Background: an optimization exercise with open tools, aiming at small area. Do not read the settings as production practice.
Only simulation tests tie the RTL to the original design; equivalence was not proved.
Power figures rest on the tool's default switching activity, not on a simulated workload.

--- design/flow/design.v ---
`timescale 1ns/1ns
package softreg_pkg;
	localparam int SR_ADDR_W = 32;
	localparam int SR_DATA_W = 64;
	localparam int BANK_SEL_W = 8;
	localparam int REG_SEL_W  = 8;
	localparam int SR_REQ_W  = 2 + SR_ADDR_W + SR_DATA_W;
	localparam int SR_RESP_W = 1 + SR_DATA_W;
	localparam int UNUSED_HI_W = SR_ADDR_W - BANK_SEL_W - REG_SEL_W;
	typedef struct packed {
		logic [UNUSED_HI_W-1:0] unused_hi;
		logic [BANK_SEL_W-1:0]  bank_sel;
		logic [REG_SEL_W-1:0]   reg_sel;
	} sr_addr_t;
	typedef struct packed {
		logic                 valid;
		logic                 is_write;
		sr_addr_t             addr;
		logic [SR_DATA_W-1:0] data;
	} softreg_req_t;
	typedef struct packed {
		logic                 valid;
		logic [SR_DATA_W-1:0] data;
	} softreg_resp_t;
endpackage
`timescale 1ns/1ns
module pipe_delay #(
	parameter int WIDTH  = 1,
	parameter int STAGES = 1
) (
	input  logic             global_clk,
	input  logic             global_rst_n,
	input  logic [WIDTH-1:0] in_bus,
	output logic [WIDTH-1:0] out_bus
);
	generate
		if (STAGES == 0) begin : gen_no_delay
			assign out_bus = in_bus;
		end else begin : gen_delay
			logic [WIDTH-1:0] stage_q [STAGES];
			always_ff @(posedge global_clk) begin
				if (global_rst_n) begin
					for (int s = 0; s < STAGES; s++) begin
						stage_q[s] <= '0;
					end
				end else begin
					stage_q[0] <= in_bus;
					for (int s = 1; s < STAGES; s++) begin
						stage_q[s] <= stage_q[s-1];
					end
				end
			end
			assign out_bus = stage_q[STAGES-1];
		end
	endgenerate
endmodule
`timescale 1ns/1ns
module softreg_bank #(
	parameter int BANK_ID       = 0,
	parameter int REGS_PER_BANK = 8
) (
	input  logic          global_clk,
	input  logic          global_rst_n,
	input  softreg_pkg::softreg_req_t  req,
	output softreg_pkg::softreg_resp_t resp
);
	localparam int BANK_SEL_W = softreg_pkg::BANK_SEL_W;
	localparam int REG_IDX_W = (REGS_PER_BANK > 1) ? $clog2(REGS_PER_BANK) : 1;
	softreg_pkg::sr_addr_t req_addr;
	logic                  bank_hit;
	logic                  reg_hit;
	logic                  access_hit;
	logic                  wr_hit;
	logic                  rd_hit;
	logic [REG_IDX_W-1:0]  reg_idx;
	assign req_addr = req.addr;
	assign bank_hit = (req_addr.unused_hi == '0) &&
		(req_addr.bank_sel == BANK_SEL_W'(BANK_ID));
	assign reg_hit = (int'(req_addr.reg_sel) < REGS_PER_BANK);
	assign access_hit = req.valid && bank_hit && reg_hit;
	assign wr_hit     = access_hit && req.is_write;
	assign rd_hit     = access_hit && !req.is_write;
	assign reg_idx = req_addr.reg_sel[REG_IDX_W-1:0];
	logic [softreg_pkg::SR_DATA_W-1:0] regs_q [REGS_PER_BANK];
	always_ff @(posedge global_clk) begin
		if (global_rst_n) begin
			for (int r = 0; r < REGS_PER_BANK; r++) begin
				regs_q[r] <= '0;
			end
		end else if (wr_hit) begin
			regs_q[reg_idx] <= req.data;
		end
	end
	always_ff @(posedge global_clk) begin
		if (global_rst_n) begin
			resp <= '0;
		end else if (rd_hit) begin
			resp <= {1'b1, regs_q[reg_idx]};
		end else begin
			resp <= '0;
		end
	end
endmodule
`timescale 1ns/1ns
module resp_or_tree #(
	parameter int NUM_BANKS = 4
) (
	input  logic          global_clk,
	input  logic          global_rst_n,
	input  logic [NUM_BANKS*softreg_pkg::SR_RESP_W-1:0] leaf_resp,
	output softreg_pkg::softreg_resp_t root_resp
);
	localparam int NUM_NODES = 2 * NUM_BANKS - 1;
	localparam int LEAF_BASE = NUM_BANKS - 1;
	logic [softreg_pkg::SR_RESP_W-1:0] node_q [NUM_NODES];
	always_ff @(posedge global_clk) begin
		if (global_rst_n) begin
			for (int n = 0; n < NUM_NODES; n++) begin
				node_q[n] <= '0;
			end
		end else begin
			for (int b = 0; b < NUM_BANKS; b++) begin
				node_q[LEAF_BASE + b] <= leaf_resp[b*softreg_pkg::SR_RESP_W +: softreg_pkg::SR_RESP_W];
			end
			for (int n = 0; n < LEAF_BASE; n++) begin
				node_q[n] <= node_q[2*n + 1] | node_q[2*n + 2];
			end
		end
	end
	assign root_resp = node_q[0];
endmodule
`timescale 1ns/1ns
module softreg_fabric_top (
	input  logic          global_clk,
	input  logic          global_rst_n,
	input  logic [softreg_pkg::SR_REQ_W-1:0]  softreg_req,
	output logic [softreg_pkg::SR_RESP_W-1:0] softreg_resp
);
	localparam int NREGS  = 32;
	localparam int DW     = softreg_pkg::SR_DATA_W;
	localparam int DSTAGES = 7;
	logic rst;
	assign rst = global_rst_n;
	logic       req_valid;
	logic       req_write;
	logic       in_range;
	logic [4:0] req_idx;
	assign req_valid = softreg_req[97];
	assign req_write = softreg_req[96];
	assign in_range = req_valid && (softreg_req[95:74] == '0) && (softreg_req[71:67] == '0);
	assign req_idx  = {softreg_req[73:72], softreg_req[66:64]};
	logic [DW-1:0] wr_data;
	assign wr_data = rst ? '0 : softreg_req[DW-1:0];
	logic [DW-1:0] regs_q [NREGS];
	genvar r;
	generate
		for (r = 0; r < NREGS; r++) begin : gen_reg
			logic wr_en;
			assign wr_en = rst || (in_range && req_write && (req_idx == 5'(r)));
			always_ff @(posedge global_clk) begin
				if (wr_en) regs_q[r] <= wr_data;
			end
		end
	endgenerate
	logic       rd_valid_q [DSTAGES + 1];
	logic [NREGS-1:0] rd_sel_q;
	logic [DW-1:0] rd_data_q [DSTAGES];
	always_ff @(posedge global_clk) begin
		if (rst) begin
			for (int s = 0; s <= DSTAGES; s++) rd_valid_q[s] <= 1'b0;
		end else begin
			rd_valid_q[0] <= in_range && !req_write;
			for (int s = 1; s <= DSTAGES; s++) rd_valid_q[s] <= rd_valid_q[s-1];
		end
	end
	always_ff @(posedge global_clk) begin
		for (int i = 0; i < NREGS; i++) rd_sel_q[i] <= (req_idx == 5'(i));
	end
	logic [DW-1:0] rd_mux;
	always_comb begin
		rd_mux = '0;
		for (int i = 0; i < NREGS; i++)
			rd_mux = rd_mux | (regs_q[i] & {DW{rd_sel_q[i]}});
	end
	always_ff @(posedge global_clk) begin
		rd_data_q[0] <= rd_mux;
		for (int s = 1; s < DSTAGES - 1; s++) rd_data_q[s] <= rd_data_q[s-1];
		rd_data_q[DSTAGES-1] <= (rd_valid_q[DSTAGES-1] && !rst) ? rd_data_q[DSTAGES-2] : '0;
	end
	assign softreg_resp = {rd_valid_q[DSTAGES], rd_data_q[DSTAGES-1]};
endmodule
--- design/flow/flow/run.sh ---
#!/bin/bash
# Standard ORFS layout (the standard.sh) with these changes:
#  - synthesis maps the combinational logic with an area-oriented ABC script
#    (flow/abc_area_map.script in place of ORFS's abc_speed.script); the rest of
#    the synthesis, and so every register, is the standard one,
#  - buf_1 port buffers instead of the default clkdlybuf4s50_1,
#  - CTS with larger sink clusters on clkbuf_8 and no dummy loads,
# Make output goes to synth_make.log and flow_make.log; ORFS writes each step's
# log under orfs/logs.
set -uo pipefail
cd "$(dirname "${BASH_SOURCE[0]}")/.."
rm -rf scripts_mod
cp -r "$FLOW_HOME/scripts" scripts_mod
cp flow/abc_area_map.script scripts_mod/abc_speed.script
bash standard.sh "SCRIPTS_DIR=$PWD/scripts_mod" synth > synth_make.log 2>&1
status=$?
if [[ $status -ne 0 ]]; then tail -20 synth_make.log; exit $status; fi
bash standard.sh \
  "BUFFER_PORTS_ARGS=-buffer_cell sky130_fd_sc_hd__buf_1" \
  "CTS_ARGS=-sink_clustering_enable -repair_clock_nets -dont_use_dummy_load -buf_list sky130_fd_sc_hd__clkbuf_8 -sink_clustering_size 16 -sink_clustering_max_diameter 50" \
  finish > flow_make.log 2>&1
status=$?
tail -20 flow_make.log
exit $status
--- design/flow/flow/abc_area_map.script ---
&get -n
&st
&dch
&nf -R 1000 -p -C 32 -F 8
&put
topo
stime -c
--- design/flow/standard.sh ---
#!/bin/bash
# synth_recipe.tcl (not shown) runs the flow's synth.tcl, then flattens the netlist and writes it again
# the make line also repeats each setting of config.mk as NAME=value (left out here)
make -C /OpenROAD-flow-scripts/flow DESIGN_CONFIG=/design/flow/config.mk WORK_HOME=/design/flow/orfs CLKGATE_MAP_FILE= SYNTH_SCRIPT=/design/flow/synth_recipe.tcl "${@:-finish}"
--- design/flow/config.mk ---
export PLATFORM = sky130hd
export DESIGN_NAME = softreg_fabric_top
export DESIGN_NICKNAME = softreg_fabric_top
export VERILOG_FILES = /design/flow/design.v
export SDC_FILE = /design/flow/constraint.sdc
export NUM_CORES = 4
export LEC_CHECK = 0
export CAP_MARGIN = 20
export CORE_MARGIN = 2
export CORE_UTILIZATION = 55
export PLACE_DENSITY = 0.65
export SLEW_MARGIN = 20
--- design/flow/constraint.sdc ---
create_clock -name core_clock -period 5.0 [get_ports {global_clk}]
set_input_delay 1.0000 -clock core_clock [delete_from_list [all_inputs] [get_ports {global_clk}]]
set_output_delay 1.0000 -clock core_clock [all_outputs]
set_load 0.01 [all_outputs]
==> out/qor.csv, run 1 <==
stage,metric,value,unit
status,status,no timing/DRC/antenna violations,
clocking,ctsResizeCount,0,
cells_and_area,fin_cells,6339,
global_routing,grt_pass1_wl,294.1,mm
routing,finalWirelength,205.6,mm
timing,max_freq,0.3416,GHz
worst_setup_path,crit_top_cell,buf_4,
timing,period_share,0.5855,
pwr,irDropWorstVdd,0.2767,mV
routing,via_per_inst,6.695,
pwr,swShare,0.2138,
timing,setup_viol,0,
global_routing,overflow,0,
clocking,cts_hold_buf,0,
pwr,pwr-share-comb,0.042,
pwr,leakage,29.30,nW
worst_setup_path,worstSetupEndpointType,flip-flop,
pwr,p_sw,7.812,mW
timing,hold_violations,0,
placed_design,place_congestion,0.8217,
worst_setup_path,cp.required,5500,ps
cells_and_area,fillers,10420,
placed_design,placement.io_buffers,164,
placed_design,place_inst,6138,
global_routing,antenna_found_initial,13,
worst_setup_path,slowest_delay,630,ps
floorplanning,die-area,151600,µm²
timing,slew_headroom,0.2595,
worst_setup_path,critPathArrivalTime,3430,ps
clocking,clk_pin_slew,90,ps
worst_setup_path,cp_max_fo,34,
pwr,pwr-share-seq,0.698,
floorplanning,die_h,389.4,µm
worst_setup_path,crit_path_cell_trace,buf_1 > nor4_1 > nand4_1 > nor3b_4 > buf_4 > a21o_4 > buf_4,
worst_setup_path,slowest_stage,a21o_4,
worst_setup_path,crit_path_start_kind,input port,
flow_run,cap_violations,0,
timing,min_period,2928,ps
routing,dr.pass1.iters,9,
logic_synthesis,ys_ff_latch,2536,
worst_setup_path,crit_type,input port to flip-flop,
global_routing,grt_pass1_vias,40792,
logic_synthesis,ys_types,21,
worst_hold_path,hold_class,flip-flop to flip-flop,
pwr,powerDensity,410.0,nW/µm²
logic_synthesis,netlist_area,81690,µm²
routing,ant_nets,0,
routing,vias,42439,
routing,wire_per_inst,32.44,µm
floorplanning,rows,141,
floorplanning,pin_count,165,
routing,drt_iter0_drc,7312,
timing,finClkSkew,122.7,ps
logic_synthesis,yosysSeqAreaShare,0.8724,
clocking,cts-htree-levels,4,
logic_synthesis,synth_cells,3913,
placed_design,hpwlAfterDp,115.9,mm
clocking,clk_path_buf_depth,3,
routing,drc_errors,0,
cells_and_area,drive_above_1_share,0.09403,
logic_synthesis,avgSynthCellArea,20.88,µm²
pwr,power_frac_clock,0.260,
floorplanning,die_w,389.4,µm
clocking,post_cts_buffers,0,
logic_synthesis,ys_warn_count,4,
global_routing,grt_max_degree,66,
floorplanning,fp.coreArea,147700,µm²
clocking,cts-root-buf,clkbuf_8,
timing,maxSlewViolCount,0,
global_routing,grt.total_usage,0.2697,
clocking,clock_sinks,2536,
logic_synthesis,synth_fp_nets,4013,
cells_and_area,num-nets-final,4505,
timing,fin_setup_tns,0,ps
clocking,cts_buffers,195,
timing,worst_pin_slew,1111,ps
clocking,cts_tree,done,
cells_and_area,syn_to_final_growth,9.098,%
floorplanning,initial_core_util,0.5532,
pwr,p_int,28.73,mW
clocking,worstSkewPairLatency,950,ps
timing,rsz0062_at_grt,false,
==> routing by layer <==
metal / global-route usage / vias up / share of wire
li1: - / 17773 / -
met1: 0.3881 / 21913 / 0.40
met2: 0.4287 / 2469 / 0.48
met3: 0.05628 / 280 / 0.10
met4: 0.06251 / 4 / 0.021
met5: 0 / - / 0.00020
==> cells in the mapped netlist <==
cell,count,area (µm²)
a22o_1,13,113.9
nand4_1,134,838.3
dfxtp_1,488,9769
nor4b_1,1,8.760
buf_4,1,7.510
a22oi_1,255,1914
or4_1,26,195.2
nor3_1,1,5.000
and4_1,38,332.8
a222oi_1,472,4725
nor3b_1,1,7.510
nor2b_1,75,469.2
nor4_1,9,56.30
nand2_1,138,518.0
and3_1,16,100.1
a221oi_1,13,113.9
nor2_1,53,198.9
nand3_1,33,165.2
and2_0,66,412.9
edfxtp_1,2048,61500
a21o_1,32,240.2
==> cells by family after synthesis <==
group | after synthesis | synth area share
and+or+nand+nor | 591 | 0.04050
DFF | 2536 | 0.8724
buffers and inverters | 1 | 0.00009193
AOI/OAI and AO/OA | 785 | 0.08700
==> cell usage in the layout (no fill, tap or decap), drive strengths merged <==
cell,count
edfxtp,2048
nor4,9
dfxtp,488
a21o,32
buf,294
nor4b,1
nor2,53
a22o,13
or4,26
and2,66
nor3b,1
a222oi,472
nor2b,75
a22oi,255
nor3,1
nand2,138
nand4,134
nand3,33
a221oi,13
and4,38
and3,16
diode,6
clkbuf,197
==> layout make-up <==
class	instances	area (µm²)	area share
Sequential cell	2536	71390	0.8010
Tap cell	1930	2415	0.02710
Antenna cell	6	15.01	0.0001685
Clock buffer	195	2684	0.03011
Multi-Input combinational cell	1376	10750	0.1206
Timing Repair Buffer	296	1874	0.02103
==> power by group through the flow <==
stage	sequential [mW]	combinational [mW]	clock, mW
2_1_floorplan	25.8	0.663	0
3_3_place_gp	25.9	1.51	0
3_5_place_dp	26.0	1.54	0
4_1_cts	25.5	1.54	9.67
5_1_grt	25.7	1.61	10.4
6_report	25.5	1.53	9.49
==> stage by stage <==
stage / cell area, µm² / power, mW / utilization / hold slack, ps / setup slack [ps]
global route: 89110 / 37.67 / 0.6035 / 256.2 / 1926
global placement: 86400 / 27.45 / 0.5851 / 309.8 / 1222
CTS: 89100 / 36.73 / 0.6034 / 184.3 / 2144
floorplan: 81700 / 26.47 / - / 309.6 / 669.5
finish: 89120 / 36.54 / 0.6036 / 264.8 / 2073
detailed placement: 86410 / 27.53 / 0.5852 / 312.1 / 1159
==> sequential cells by signal, summed over array words and instances (netlist names) <==
name,cells
regs_q,2048
rd_data_q,448
rd_sel_q,32
rd_valid_q,8
==> critical path, delay by kind of cell <==
family                 cells  cell delay [ps]
buffers and inverters      3             1000
and+or+nand+nor            3              740
AOI/OAI and AO/OA          1              630
==> path summary, 6_finish.rpt <==
check | startpoint | end | slack [ps] | cells after the start
max reg2reg | rd_sel_q[10] | rd_data_q[0][4] | 2370 | 5
min reg2reg | rd_data_q[1][28] | rd_data_q[2][28] | 260 | 0
max | softreg_req[79] | regs_q[22][39] | 2070 | 7
min | rd_data_q[1][28] | rd_data_q[2][28] | 260 | 0
==> run 2, diff against run 1 <==
==> design/flow/flow/run.sh (replaced) <==
#!/bin/bash
# Standard ORFS layout (the standard.sh, unchanged synthesis) with:
#  - buf_1 port buffers instead of the default clkdlybuf4s50_1,
#  - CTS with larger sink clusters on clkbuf_8 and no dummy loads,
# The make output goes to flow_make.log; ORFS writes each step's log under orfs/logs.
set -uo pipefail
cd "$(dirname "${BASH_SOURCE[0]}")/.."
bash standard.sh \
  "BUFFER_PORTS_ARGS=-buffer_cell sky130_fd_sc_hd__buf_1" \
  "CTS_ARGS=-sink_clustering_enable -repair_clock_nets -dont_use_dummy_load -buf_list sky130_fd_sc_hd__clkbuf_8 -sink_clustering_size 18 -sink_clustering_max_diameter 60" \
  finish > flow_make.log 2>&1
status=$?
tail -20 flow_make.log
exit $status
removed: design/flow/flow/abc_area_map.script
==> run 2 against run 1 <==
Still clean on timing, DRC and antenna. Total power down 1.1%. Die area rose by 2.5%. Register-to-register slack improved by 90 ps. Cell count is 4.9% higher. Synthesized area up 2.5%. Worst setup slack worse by 170 ps. Global-route usage increased by 4.0 points. Via count grew 8.3%. Combinational power increased by 7%. Critical endpoint is now regs_q[18][36]. Largest cell class unchanged. Largest power group unchanged.
==> out/qor.csv, run 2 <==
stage,metric,value,unit,change
logic_synthesis,async_reset_ff_frac,0,,unchanged
cells_and_area,final_common_cell,edfxtp_1,,unchanged
worst_setup_path,r2r_end,rd_data_q[0][27],,was rd_data_q[0][4]
worst_setup_path,cp_max_fo,23,,was 34
floorplanning,fp.coreArea,151500,µm²,was 147700 µm²
placed_design,hpwlAfterDp,119.1,mm,was 115.9 mm
clocking,post_cts_buffers,0,,unchanged
worst_setup_path,crit_path_start_kind,input port,,unchanged
logic_synthesis,synth_area_leaders,"edfxtp_1 73%, dfxtp_1 12%, a22oi_1 9.2%",,"was edfxtp_1 75%, dfxtp_1 12%, a222oi_1 5.8%"
global_routing,grt.met1_usage,0.4411,,was 0.3881
clocking,ctsResizeCount,0,,unchanged
timing,worst_pin_slew,1203,ps,was 1111 ps
timing,min_period,3099,ps,was 2928 ps
worst_setup_path,regToRegSetupSlack,2460,ps,was 2370 ps
worst_hold_path,hold_depth,0,,unchanged
routing,dr.pass1.iters,8,,was 9
placed_design,placement.io_buffers,164,,unchanged
logic_synthesis,synth_top_family_by_area,compound AO/OA/AOI/OAI gates,,unchanged
worst_setup_path,worstSetupEndpointType,flip-flop,,unchanged
timing,rsz0062_at_grt,false,,unchanged
floorplanning,die_h,394.2,µm,was 389.4 µm
placed_design,place_congestion,0.8057,,was 0.8217
routing,drt_iter0_drc,8033,,was 7312
logic_synthesis,synthAdderAreaFrac,0,,unchanged
cells_and_area,largest_reg_flops,2048,,unchanged
clocking,cts_buffers,167,,was 195
pwr,irDropWorstVdd,0.2638,mV,was 0.2767 mV
timing,fin_setup_tns,0,ps,unchanged
cells_and_area,syn_to_final_growth,8.025,%,was 9.098%
logic_synthesis,synth_common_cells,"2048 x edfxtp_1, 1024 x a22oi_1, 488 x dfxtp_1",,"was 2048 x edfxtp_1, 488 x dfxtp_1, 472 x a222oi_1"
global_routing,grt_max_degree,65,,was 66
logic_synthesis,ys_types,30,,was 21
clocking,cts-root-buf,clkbuf_8,,unchanged
cells_and_area,top_register,regs_q,,unchanged
clocking,clk_path_buf_depth,3,,unchanged
worst_setup_path,slowest_delay,890,ps,was 630 ps
timing,max_freq,0.3227,GHz,was 0.3416 GHz
logic_synthesis,synth-edff-count,2048,,unchanged
routing,finalWirelength,244.4,mm,was 205.6 mm
floorplanning,initial_core_util,0.5527,,was 0.5532
clocking,cts_tree,done,,unchanged
logic_synthesis,synth.most_common_cell,edfxtp_1,,unchanged
global_routing,overflow,0,,unchanged
timing,hold_violations,0,,unchanged
logic_synthesis,synth_fp_nets,4478,,was 4013
cells_and_area,utilization,0.5970,,was 0.6036
clocking,cts_hold_buf,0,,unchanged
timing,setup_viol,0,,unchanged
logic_synthesis,muxShareOfSynthArea,0,,unchanged
worst_hold_path,holdPathEnd,rd_data_q[1][36],,was rd_data_q[2][28]
logic_synthesis,synth_top_flop_cell,edfxtp_1,,unchanged
worst_setup_path,reg2reg_depth,4,,was 5
pwr,powerDensity,399.3,nW/µm²,was 410.0 nW/µm²
clocking,clk_pin_slew,100,ps,was 90 ps
cells_and_area,num-nets-final,4716,,was 4505
worst_setup_path,crit_path_cell_trace,buf_1 > and2_1 > nand2_1 > o41ai_4 > buf_4,,was buf_1 > nor4_1 > nand4_1 > nor3b_4 > buf_4 > a21o_4 > buf_4
clocking,cts-htree-levels,4,,unchanged
worst_hold_path,hold_class,flip-flop to flip-flop,,unchanged
logic_synthesis,yosysTopAreaCell,edfxtp_1,,unchanged
floorplanning,die_w,394.2,µm,was 389.4 µm
global_routing,grt_use_met3,0.07713,,was 0.05628
timing,period_share,0.6198,,was 0.5855
worst_setup_path,r2r_start,rd_sel_q[7],,was rd_sel_q[10]
floorplanning,die-area,155400,µm²,was 151600 µm²
worst_setup_path,slowest_stage,o41ai_4,,was a21o_4
logic_synthesis,synth-compound-area-share,0.09533,,was 0.08700
logic_synthesis,synth-simple-area-share,0.04009,,was 0.04050
routing,wire_per_inst,36.76,µm,was 32.44 µm
logic_synthesis,ys_warn_count,4,,unchanged
worst_hold_path,hp-start,rd_data_q[0][36],,was rd_data_q[1][28]
status,status,no timing/DRC/antenna violations,,unchanged
logic_synthesis,synthXorXnorAreaFrac,0,,unchanged
logic_synthesis,avgSynthCellArea,19.13,µm²,was 20.88 µm²
global_routing,grt_pass1_wl,334.3,mm,was 294.1 mm
logic_synthesis,synth_cells,4378,,was 3913
timing,finClkSkew,85.90,ps,was 122.7 ps
worst_setup_path,crit_type,input port to flip-flop,,unchanged
routing,ant_nets,0,,unchanged
global_routing,grt.total_usage,0.3098,,was 0.2697
logic_synthesis,ys_ff_latch,2536,,unchanged
timing,slew_headroom,0.1980,,was 0.2595
flow_run,cap_violations,0,,unchanged
global_routing,antenna_found_initial,8,,was 13
global_routing,grt_busiest_layer,met2,,unchanged
placed_design,dp_slack,1057,ps,was 1159 ps
logic_synthesis,netlist_area,83760,µm²,was 81690 µm²
global_routing,grtUsageMet2,0.4731,,was 0.4287
routing,via_per_inst,6.915,,was 6.695
worst_setup_path,critPathArrivalTime,3700,ps,was 3430 ps
clocking,clock_sinks,2536,,unchanged
logic_synthesis,yosys.area.top_type_share,0.7342,,was 0.7528
routing,vias,45980,,was 42439
clocking,worstSkewPairLatency,960,ps,was 950 ps
floorplanning,pin_count,165,,unchanged
global_routing,grt_pass1_vias,44012,,was 40792
cells_and_area,drive_above_1_share,0.09059,,was 0.09403
timing,fin_ws,1901,ps,was 2073 ps
cells_and_area,largestRegisters,"regs_q (2048), rd_data_q (448), rd_sel_q (32)",,unchanged
cells_and_area,final_cell_mix,"2048 x edfxtp_1, 1024 x a22oi_1, 456 x dfxtp_1",,"was 2048 x edfxtp_1, 472 x a222oi_1, 456 x dfxtp_1"
floorplanning,rows,143,,was 141
pwr,leakage,29.39,nW,was 29.30 nW
timing,maxSlewViolCount,0,,unchanged
routing,drc_errors,0,,unchanged
worst_setup_path,cp.required,5600,ps,was 5500 ps
logic_synthesis,yosysSeqAreaShare,0.8509,,was 0.8724
run 2: cell count changes after synthesis, moves of 56 or more:
| cell | delta |
|---|---|
| a22oi_1 | +769 |
| buf_1 | +56 |
| clkbuf_1 | +65 |
| nand4_1 | +127 |
| a222oi_1 | -472 |
| buf_2 | +134 |
| nand2_1 | -128 |
| and2_0 | -66 |
| and2_1 | +65 |
run 2: worst max path at each step:
| stage | startpoint | endpoint | cells after the start |
|---|---|---|---|
| floorplan | softreg_req[84] | regs_q[16][0] | 4 |
| global placement | softreg_req[73] | regs_q[31][31] | 5 |
| detailed placement | softreg_req[73] | regs_q[18][22] | 5 |
| CTS | softreg_req[73] | regs_q[18][22] | 5 |
| global route | softreg_req[73] | regs_q[18][55] | 5 |
| finish | softreg_req[73] | regs_q[18][36] | 5 |
run 2: per-layer routing:
metal / wire length (µm) / share of wire / vias up
met5: 21 / 0.000086 / -
met4: 8697 / 0.036 / 4
met1: 90350 / 0.37 / 23549
met3: 33800 / 0.14 / 477
met2: 111500 / 0.46 / 3680
li1: - / - / 18270
run 2: logic make-up after synthesis:
kind of cell | count (synthesis)
simple gates | 528
buf+inv | 258
compound gates | 1056
flops | 2536
run 2: cell type report:
cell class / instances / area [µm²]
sequential: 2536 / 71390
tap: 2030 / 2540
clock buffer: 167 / 2298
fill: 10958 / 61070
antenna: 5 / 12.51
multi-input combinational: 1584 / 11920
inverter: 1 / 3.754
timing repair buffer: 326 / 2321
run 2: where the power goes:
part | switching (mW) | leakage, nW | internal, mW | total (mW)
Clock | 5.96 | 1.20 | 3.00 | 8.96
Combinational | 1.28 | 4.36 | 0.361 | 1.64
Sequential | 0.622 | 23.8 | 24.9 | 25.5
Total | 7.86 | 29.4 | 28.3 | 36.1
run 2: per-stage QoR:
| stage | std cells | hold WS (ps) | area (µm²) | power (mW) |
|---|---|---|---|---|
| after global routing | 6645 | 255.7 | 90470 | 37.17 |
| after CTS | 6641 | 264.5 | 90400 | 36.19 |
| after global placement | 6473 | 309.6 | 88080 | 27.51 |
| after detailed placement | 6474 | 312.1 | 88100 | 27.60 |
| after floorplan | 4378 | 309.6 | 83920 | 26.54 |
| final | 6649 | 269.5 | 90480 | 36.13 |
run 2: worst max-delay path: cells and delay by family:
kind	cells	cell delay, ps
AOI/OAI and AO/OA	1	890
and+or+nand+nor	2	630
buffers and inverters	2	1140

## re-timing with driven ports
No port has a modelled driver above. Below, the same layouts with a new extraction and two added sets of constraints.
Step 1, drivers: a clkbuf_16 drives global_clk and a buf_2 each remaining input, both assumed.
Step 2 also shifts input and output timing later by t, the mid clock arrival at the registers, as if the neighbouring blocks saw the same clock.
Three values: no drivers, after step 1, after step 2; two values: the first two.
| run | t, ns | slack for setup (ns) | cell pins on the clock port's net |
|---|---|---|---|
| run 1 | 0.973 | 2.072 / 2.131 / 1.158 | 1 |
| run 2 | 0.994 | 1.901 / 1.942 / 0.948 | 1 |
After both steps every run listed still meets setup and hold. For run 2, which loses most, drivers alone change the setup slack by +0.041 ns; drivers and shift together by -0.953 ns.
